This design comes from an exercise in tuning for small area, a short achievable clock period and few clock cycles per item on the open sky130 flow, not from production work.
Function was checked by simulation only, so behaviour that the tests miss may differ from the original.
Power figures rest on the tool's default switching activity, not on a simulated workload.

==> flow/design.v <==
package xrg_pkg;
  localparam int unsigned WORD_W = 64;
  localparam logic [WORD_W-1:0] ALL_ONES = '1;
  localparam int unsigned ROT_A   = 55;
  localparam int unsigned SHIFT_B = 14;
  localparam int unsigned ROT_C   = 36;
  localparam logic [WORD_W-1:0] SEED0_RESET = WORD_W'(1);
  localparam logic [WORD_W-1:0] SEED1_RESET = WORD_W'(0);
  localparam int unsigned CFG_IDX_W = 1;
  localparam logic [CFG_IDX_W-1:0] CFG_SEED0 = 1'b0;
  localparam logic [CFG_IDX_W-1:0] CFG_SEED1 = 1'b1;
  localparam logic [1:0] REQ_RAW  = 2'd0;
  localparam logic [1:0] REQ_UPTO = 2'd1;
  localparam logic [1:0] REQ_SPAN = 2'd2;
  localparam int unsigned QDEPTH  = 2;
  localparam int unsigned QPTR_W  = (QDEPTH > 1) ? $clog2(QDEPTH) : 1;
  localparam int unsigned QCNT_W  = $clog2(QDEPTH + 1);
  localparam int unsigned DIV_STEPS = WORD_W;
  localparam int unsigned DCNT_W    = $clog2(DIV_STEPS);
  typedef enum logic {
    OP_PASS = 1'b0,
    OP_MOD  = 1'b1
  } xrg_op_t;
  typedef struct packed {
    logic [1:0]        req_type;
    logic [WORD_W-1:0] bound_low;
    logic [WORD_W-1:0] bound_high;
  } xrg_req_t;
  typedef struct packed {
    logic [WORD_W-1:0] value;
    logic              range_error;
  } xrg_rsp_t;
  typedef struct packed {
    xrg_op_t           op;
    logic [WORD_W-1:0] operand;
    logic [WORD_W-1:0] bound;
    logic [WORD_W-1:0] offset;
    logic              err;
  } xrg_job_t;
  localparam int unsigned JOB_W = 1 + 3 * WORD_W + 1;
  function automatic logic [WORD_W-1:0] rotl(input logic [WORD_W-1:0] v,
                                             input int unsigned amt);
    rotl = (v << amt) | (v >> (WORD_W - amt));
  endfunction
endpackage
import xrg_pkg::*;
module xrg_front
(
  input  logic                 clk,
  input  logic                 rst,
  input  logic                 req_valid,
  output logic                 req_stall,
  input  xrg_pkg::xrg_req_t             req,
  input  logic                 cfg_valid,
  input  logic [xrg_pkg::CFG_IDX_W-1:0] cfg_index,
  input  logic [xrg_pkg::WORD_W-1:0]    cfg_data,
  input  logic                 q_full,
  output logic                 q_push,
  output xrg_pkg::xrg_job_t             q_job
);
  logic [WORD_W-1:0] gen0;
  logic [WORD_W-1:0] gen1;
  logic [WORD_W-1:0] gen0_next;
  logic [WORD_W-1:0] gen1_next;
  logic [WORD_W-1:0] raw_sum;
  logic [WORD_W-1:0] mix;
  logic [WORD_W:0]   span;
  logic              adv;
  assign raw_sum   = gen0 + gen1;
  assign mix       = gen0 ^ gen1;
  assign gen0_next = ((gen0 << ROT_A) | (gen0 >> (WORD_W-ROT_A))) ^ mix ^ (mix << SHIFT_B);
  assign gen1_next = ((mix << ROT_C) | (mix >> (WORD_W-ROT_C)));
  assign span = {1'b0, req.bound_high} - {1'b0, req.bound_low};
  assign req_stall = q_full;
  assign q_push    = req_valid && !q_full;
  always_comb begin
    adv           = 1'b0;
    q_job.op      = OP_PASS;
    q_job.operand = '0;
    q_job.bound   = req.bound_high;
    q_job.offset  = '0;
    q_job.err     = 1'b0;
    case (req.req_type)
      REQ_RAW: begin
        adv           = 1'b1;
        q_job.operand = raw_sum;
      end
      REQ_UPTO: begin
        if (req.bound_high == ALL_ONES) begin
          adv           = 1'b1;
          q_job.operand = raw_sum;
        end else if (req.bound_high != '0) begin
          adv           = 1'b1;
          q_job.op      = OP_MOD;
          q_job.operand = raw_sum;
        end
      end
      REQ_SPAN: begin
        if (span[WORD_W]) begin
          q_job.err = 1'b1;
        end else if (req.bound_high == ALL_ONES) begin
          adv           = 1'b1;
          q_job.operand = raw_sum;
        end else if (span[WORD_W-1:0] == '0) begin
          q_job.operand = req.bound_low;
        end else begin
          adv           = 1'b1;
          q_job.op      = OP_MOD;
          q_job.operand = raw_sum;
          q_job.bound   = span[WORD_W-1:0];
          q_job.offset  = req.bound_low;
        end
      end
      default: begin
      end
    endcase
  end
  always_ff @(posedge clk) begin
    if (rst) begin
      gen0 <= SEED0_RESET;
      gen1 <= SEED1_RESET;
    end else if (cfg_valid) begin
      case (cfg_index)
        CFG_SEED0: gen0 <= cfg_data;
        CFG_SEED1: gen1 <= cfg_data;
        default: begin
        end
      endcase
    end else if (q_push && adv) begin
      gen0 <= gen0_next;
      gen1 <= gen1_next;
    end
  end
endmodule
import xrg_pkg::*;
module xrg_queue
(
  input  logic     clk,
  input  logic     rst,
  input  logic     push,
  input  xrg_pkg::xrg_job_t push_job,
  output logic     full,
  input  logic     pop,
  output xrg_pkg::xrg_job_t pop_job,
  output logic     empty
);
  logic [JOB_W-1:0] slots [QDEPTH];
  logic [QPTR_W-1:0] wptr;
  logic [QPTR_W-1:0] rptr;
  logic [QCNT_W-1:0] count;
  assign full    = (count == QCNT_W'(QDEPTH));
  assign empty   = (count == '0);
  assign pop_job = slots[rptr];
  always_ff @(posedge clk) begin
    if (push) begin
      slots[wptr] <= push_job;
    end
  end
  always_ff @(posedge clk) begin
    if (rst) begin
      wptr  <= '0;
      rptr  <= '0;
      count <= '0;
    end else begin
      if (push) begin
        wptr <= (wptr == QPTR_W'(QDEPTH - 1)) ? '0 : wptr + 1'b1;
      end
      if (pop) begin
        rptr <= (rptr == QPTR_W'(QDEPTH - 1)) ? '0 : rptr + 1'b1;
      end
      case ({push, pop})
        2'b10:   count <= count + 1'b1;
        2'b01:   count <= count - 1'b1;
        default: count <= count;
      endcase
    end
  end
endmodule
import xrg_pkg::*;
module xrg_back
(
  input  logic     clk,
  input  logic     rst,
  input  logic     q_empty,
  input  xrg_pkg::xrg_job_t q_job,
  output logic     q_pop,
  output logic     rsp_valid,
  input  logic     rsp_stall,
  output xrg_pkg::xrg_rsp_t rsp
);
  typedef enum logic [1:0] {
    S_IDLE,
    S_DIV,
    S_DONE
  } state_t;
  localparam logic [DCNT_W-1:0] CNT_LAST = DCNT_W'(DIV_STEPS - 1);
  state_t            state;
  logic [DCNT_W-1:0] cnt;
  logic [WORD_W-1:0] dvd;
  logic [WORD_W-1:0] rem;
  logic [WORD_W-1:0] bnd;
  logic [WORD_W-1:0] off;
  logic [WORD_W:0]   shifted;
  logic [WORD_W:0]   reduced;
  logic [WORD_W-1:0] rem_next;
  logic              take;
  logic              out_free;
  logic              rsp_load;
  assign shifted  = {rem, dvd[WORD_W-1]};
  assign take     = shifted > {1'b0, bnd};
  assign reduced  = shifted + {1'b1, ~bnd};
  assign rem_next = take ? reduced[WORD_W-1:0] : shifted[WORD_W-1:0];
  assign out_free = !rsp_valid || !rsp_stall;
  assign q_pop    = !q_empty && (state == S_IDLE) && (q_job.op == OP_MOD || out_free);
  assign rsp_load = (state == S_IDLE && q_pop && q_job.op == OP_PASS) ||
                    (state == S_DONE && out_free);
  always_ff @(posedge clk) begin
    if (rst) begin
      state     <= S_IDLE;
      cnt       <= '0;
      rsp_valid <= 1'b0;
    end else begin
      if (rsp_load) begin
        rsp_valid <= 1'b1;
      end else if (!rsp_stall) begin
        rsp_valid <= 1'b0;
      end
      case (state)
        S_IDLE: begin
          if (q_pop) begin
            if (q_job.op == OP_MOD) begin
              dvd   <= q_job.operand;
              rem   <= '0;
              bnd   <= q_job.bound;
              off   <= q_job.offset;
              cnt   <= '0;
              state <= S_DIV;
            end else begin
              rsp.value       <= q_job.operand;
              rsp.range_error <= q_job.err;
            end
          end
        end
        S_DIV: begin
          rem <= rem_next;
          dvd <= dvd << 1;
          cnt <= cnt + 1'b1;
          if (cnt == CNT_LAST) begin
            state <= S_DONE;
          end
        end
        S_DONE: begin
          if (out_free) begin
            rsp.value       <= rem + off;
            rsp.range_error <= 1'b0;
            state           <= S_IDLE;
          end
        end
        default: state <= S_IDLE;
      endcase
    end
  end
endmodule
import xrg_pkg::*;
module xoroshiro_range_generator_top
(
  input  logic                 clk,
  input  logic                 rst,
  input  logic                 req_valid,
  output logic                 req_stall,
  input  xrg_pkg::xrg_req_t             req,
  output logic                 rsp_valid,
  input  logic                 rsp_stall,
  output xrg_pkg::xrg_rsp_t             rsp,
  input  logic                 cfg_valid,
  output logic                 cfg_ready,
  input  logic [xrg_pkg::CFG_IDX_W-1:0] cfg_index,
  input  logic [xrg_pkg::WORD_W-1:0]    cfg_data
);
  logic     q_full;
  logic     q_empty;
  logic     q_push;
  logic     q_pop;
  xrg_pkg::xrg_job_t push_job;
  xrg_pkg::xrg_job_t pop_job;
  assign cfg_ready = 1'b1;
  xrg_front u_front (
    .clk       (clk),
    .rst       (rst),
    .req_valid (req_valid),
    .req_stall (req_stall),
    .req       (req),
    .cfg_valid (cfg_valid),
    .cfg_index (cfg_index),
    .cfg_data  (cfg_data),
    .q_full    (q_full),
    .q_push    (q_push),
    .q_job     (push_job)
  );
  xrg_queue u_queue (
    .clk      (clk),
    .rst      (rst),
    .push     (q_push),
    .push_job (push_job),
    .full     (q_full),
    .pop      (q_pop),
    .pop_job  (pop_job),
    .empty    (q_empty)
  );
  xrg_back u_back (
    .clk       (clk),
    .rst       (rst),
    .q_empty   (q_empty),
    .q_job     (pop_job),
    .q_pop     (q_pop),
    .rsp_valid (rsp_valid),
    .rsp_stall (rsp_stall),
    .rsp       (rsp)
  );
endmodule
==> flow/run.sh <==
#!/bin/bash
# synth_recipe.tcl (not shown) runs the flow's synth.tcl, then flattens the netlist and writes it again
# the make line also repeats each setting of config.mk as NAME=value (left out here)
make -C /OpenROAD-flow-scripts/flow DESIGN_CONFIG=/design/flow/config.mk WORK_HOME=/design/flow/orfs CLKGATE_MAP_FILE= SYNTH_SCRIPT=/design/flow/synth_recipe.tcl finish
==> flow/config.mk <==
export PLATFORM = sky130hd
export DESIGN_NAME = xoroshiro_range_generator_top
export DESIGN_NICKNAME = xoroshiro_range_generator_top
export VERILOG_FILES = /design/flow/design.v
export SDC_FILE = /design/flow/constraint.sdc
export NUM_CORES = 4
export LEC_CHECK = 0
export CAP_MARGIN = 20
export CORE_MARGIN = 2
export CORE_UTILIZATION = 40
export SETUP_SLACK_MARGIN = 0.25
export SLEW_MARGIN = 20
==> flow/constraint.sdc <==
create_clock -name core_clock -period 6.0 [get_ports {clk}]
set_input_delay 1.2000 -clock core_clock [delete_from_list [all_inputs] [get_ports {clk}]]
set_output_delay 1.2000 -clock core_clock [all_outputs]
set_load 0.01 [all_outputs]
==> results.txt <==
[cell type report]
type                       instances  area, sq um  share of cell area (%)
clock inverter                    54          657                    1.05
antenna                            2         5.00                 0.00799
multi-input combinational       3629        25800                    41.2
clock buffer                     116         2430                    3.89
timing repair buffer             759         6740                    10.8
inverter                         209          785                    1.25
sequential                       851        24100                    38.5
tap                             1662         2080                    3.32
[worst register-to-register path, cell delays in order, from the launching register on]
cell and delay [ps]:
edfxtp_1 720, ha_1 350, fa_1 260, a211oi_1 110
or3_1 390, a21oi_1 270, a221oi_1 200, nor3_1 310
nand4_1 290, a2111oi_0 600, buf_4 220, o221ai_1 200
o21ai_0 320, a41oi_1 230, a211o_1 320, xnor2_1 130
o21ai_0 80
[logic make-up (layout without fill, tap and decap cells)]
| kind of cell | after synthesis | in the layout |
|---|---|---|
| other cells | 1 | 3 |
| mux | 338 | 338 |
| simple gates | 1195 | 1195 |
| xor+xnor | 335 | 335 |
| flops | 851 | 851 |
| compound gates | 1495 | 1495 |
| buf+inv | 522 | 1138 |
| fa+ha+maj | 265 | 265 |
[metrics by stage]
step	util (%)	instance area, sq um
2_1_floorplan	-	51600
3_3_place_gp	46.3	59100
3_5_place_dp	46.3	59100
4_1_cts	48.9	62400
5_1_grt	49.0	62600
6_report	49.1	62600
[placed cells by master, fill, tap and decap left out, types with 52 or more instances in the layout]
cell               n
edfxtp_1         709
a21oi_1          490
buf_4            462
nor2_1           372
nand2_1          277
clkdlybuf4s50_1  262
ha_1             257
o21ai_0          237
xnor2_1          207
inv_1            206
mux2_2           197
a21o_1           170
mux2i_1          141
dfxtp_1          141
xor2_1           128
nor3_1           114
o2bb2ai_1         97
o211ai_1          95
clkbuf_16         95
nand4_1           81
nand2b_1          74
nand3_1           61
o211a_1           55
o21bai_1          52
o221ai_1          52
[timing repair]
action,4_1_cts,5_1_grt
cloned,2,1
endpoints found under the setup margin,512,460
pin swaps,8,10
setup buffers,5,2
resized for setup,31,29
[sequential cells by signal (all words and copies together) (netlist names), 6 cells and up, named ones only]
register,flops
u_queue.slots,388
u_back.rsp,65
u_back.bnd,64
u_back.dvd,64
u_back.off,64
u_back.rem,64
u_front.gen0,64
u_front.gen1,64
u_back.cnt,6
[power by group]
group	switching, mW	internal [mW]	leakage, nW
Combinational	4.66	3.18	15.3
Clock	2.51	3.42	1.50
Sequential	0.591	7.75	7.83
Total	7.76	14.3	24.6
[worst max path at each step]
| stage | depth (start not counted) | from | slack (ps) | endpoint |
|---|---|---|---|---|
| 2_1_floorplan | 2 | req_valid | -860 | u_queue.slots[1][0]$_DFFE_PP_ |
| 3_3_place_gp | 22 | req[0] | -980 | u_queue.slots[0][130]$_DFFE_PP_ |
| 3_5_place_dp | 22 | req[0] | -960 | u_queue.slots[0][145]$_DFFE_PP_ |
| 4_1_cts | 21 | req[80] | 250 | u_front.gen1[27]$_SDFFE_PP0P_ |
| 5_1_grt | 22 | req[64] | 220 | u_front.gen0[18]$_SDFFE_PP0P_ |
| 6_report | 22 | req[80] | 280 | u_front.gen0[18]$_SDFFE_PP0P_ |
[metal layers]
layer | vias to the layer above | track usage, % | wire, um
li1 | 19800 | - | -
met1 | 21000 | 37.2 | 79600
met2 | 1709 | 43.7 | 84600
met3 | 375 | 4.32 | 13700
met4 | 4 | 14.2 | 10400
met5 | - | 0 | 25
==> flow_summary.yaml <==
status:
  status: "timing/DRC/antenna clean"
floorplan:
  fp.coreArea_sq_mm: 0.128
  initial_core_util_pct: 40.4
  ios: 268
  die_area_sq_mm: 0.132
  die_w_um: 363
  rows: 131
  die_h_um: 363
final_layout:
  nFillCells: 11700
  area_growth_pct: 21.5
  drive_above_1_share_pct: 16.2
  instances_no_fill: 7282
  nets: 6008
synthesis:
  ys.flop_type: "edfxtp_1"
  synth.avg_cell_area_sq_um: 10.3
  synth_simple_gate_area_share_pct: 11.1
  seq_area_frac_synth_pct: 46.8
  yosysWarnings: 3
  syn_inst: 5002
  synth_common_cells: "709 x edfxtp_1, 494 x a21oi_1, 379 x nor2_1"
  synth-async-reset-ratio_pct: 0
  synth.area.top_cells: "edfxtp_1 41%, ha_1 6.3%, dfxtp_1 5.5%"
  synth_fp_nets: 5467
  synth_compound_area_share_pct: 19.0
  synthMostInstantiatedCell: "edfxtp_1"
  synthMuxAreaShare_pct: 7.04
  ys_types: 83
  synth_edf_count: 709
  syn_area_sq_mm: 0.0516
  ys_ff_latch: 851
  synth.largest_area_cell: "edfxtp_1"
  synth_fa_ha_area_share_pct: 6.49
  synth-xor-area-share_pct: 5.69
  netlist.area_leader.share_pct: 41.3
  synth_top_family_by_area: "compound AO/OA/AOI/OAI gates"
placed_design:
  hpwl_mm: 143
  io_buffers: 266
  gp_congestion: 0.969
  dp_slack_ps: -958
  dpl.cell_count: 7100
critical_path:
  rrSetupSlack_ps: 750
  path_buf_inv: 8
  reg2reg_to: "u_back.rem[62]$_SDFFCE_PN0P_"
  critical_path_arrival_ps: 6320
  crit_fanout: 36
  path_class: "in2reg"
  path_cells: "clkdlybuf4s50_1 -> inv_1 -> ha_4 -> buf_4 -> nand2_1 -> nor2_1 -> nand3_1 -> or4_4 -> o21ai_4 -> o31ai_4 -> buf_4 -> a2111oi_2 -> a311oi_2 -> nor4b_2 -> nand3_1 -> buf_4 -> buf_4 -> o31ai_4 -> buf_12 -> o21ai_4 -> buf_12 -> o211a_1"
  r2r-start: "u_back.dvd[63]$_DFFE_PP_"
  reg2reg_depth: 16
  cp.required_ps: 6600
  end_kind: "register"
  path_delay_family: "buffers and inverters"
  critPathLaunchType: "primary input"
  slowest_delay_ps: 590
  path_common_cell: "buf_4"
  crit_slowest_cell: "clkdlybuf4s50_1"
timing:
  slew_headroom_pct: 34.5
  final_hold_viol_count: 0
  period_needed_ps: 5720
  finalSetupViolations: 0
  finalCritPeriodShare_pct: 95.3
  worstMarginPinSlew_ps: 982
  rsz0062_at_grt: "yes"
  holdWs_ps: 487
  tns_ps: 0
  worst_clock_skew_ps: 31.1
  max_freq_ghz: 0.175
  slew_viol_final: 0
  setup_slack_ps: 282
hold_path:
  hold_start: "u_front.gen0[63]$_SDFFE_PP0P_"
  hold_end: "u_front.gen0[63]$_SDFFE_PP0P_"
  hold_path.class: "reg2reg"
  hold_depth: 2
global_routing:
  track_usage_pct: 27.8
  grt-ovfl-total: 0
  antenna_found_initial: 5
  grt_max_degree: 144
  grt_pass1_vias: 41600
  grt_first_pass_wirelength_mm: 271
detailed_routing:
  ant_nets: 0
  wl_per_cell_um: 25.9
  drc: 0
  firstDrtPassIters: 6
  via_count: 42900
  wirelength_mm: 188
  vias_per_cell: 5.89
  dr.first_iter.drc_count: 4293
cts:
  cts_buffers: 93
  root_buffer: "clkbuf_16"
  cts.path.max_buffers: 3
  clk_latency_ps: 720
  clk_transition_reported_paths_ps: 60
  cts_tree: "built"
  hold_buffers: 0
  cts_max_level: 3
  cts.sinks: 851
power_and_ir_drop:
  max-vdd-ir-drop_mv: 0.293
  power.density_mw_per_mm2: 353
  total_power_mw: 22.1
  p_leak_nw: 24.6
flow_run:
  drv_cap: 0
Testbench counts, summed over its fixed seeds: cycles 87,806, items 1,600.

## afterwards: timing with drivers on the ports
In the flow no input, the clock included, has a driving cell. The finished layout below was timed again as built, in two steps.
Step 1, drivers: a clkbuf_16 drives clk and a buf_2 each remaining input, both assumed.
Step 2 adds t to the input delays and takes it off the output delays; t is the mean of the earliest and latest rising clock arrival at the registers after step 1. Input paths then give back, and output paths get back, about the clock's delay inside the block.
a / b / c = ideal ports / drivers / drivers and shift; a / b = the first two.
shift t [ns]: 0.780
setup slack, ns: 0.282 / 0.337 / -0.443
worst setup path after step 2: input to register
slew at the worst register clock pin (ns): 0.07 / 0.07
Met with ideal ports but missed after step 2: setup timing in this run. For this run, drivers alone change the setup slack by +0.055 ns; drivers and shift together by -0.725 ns.
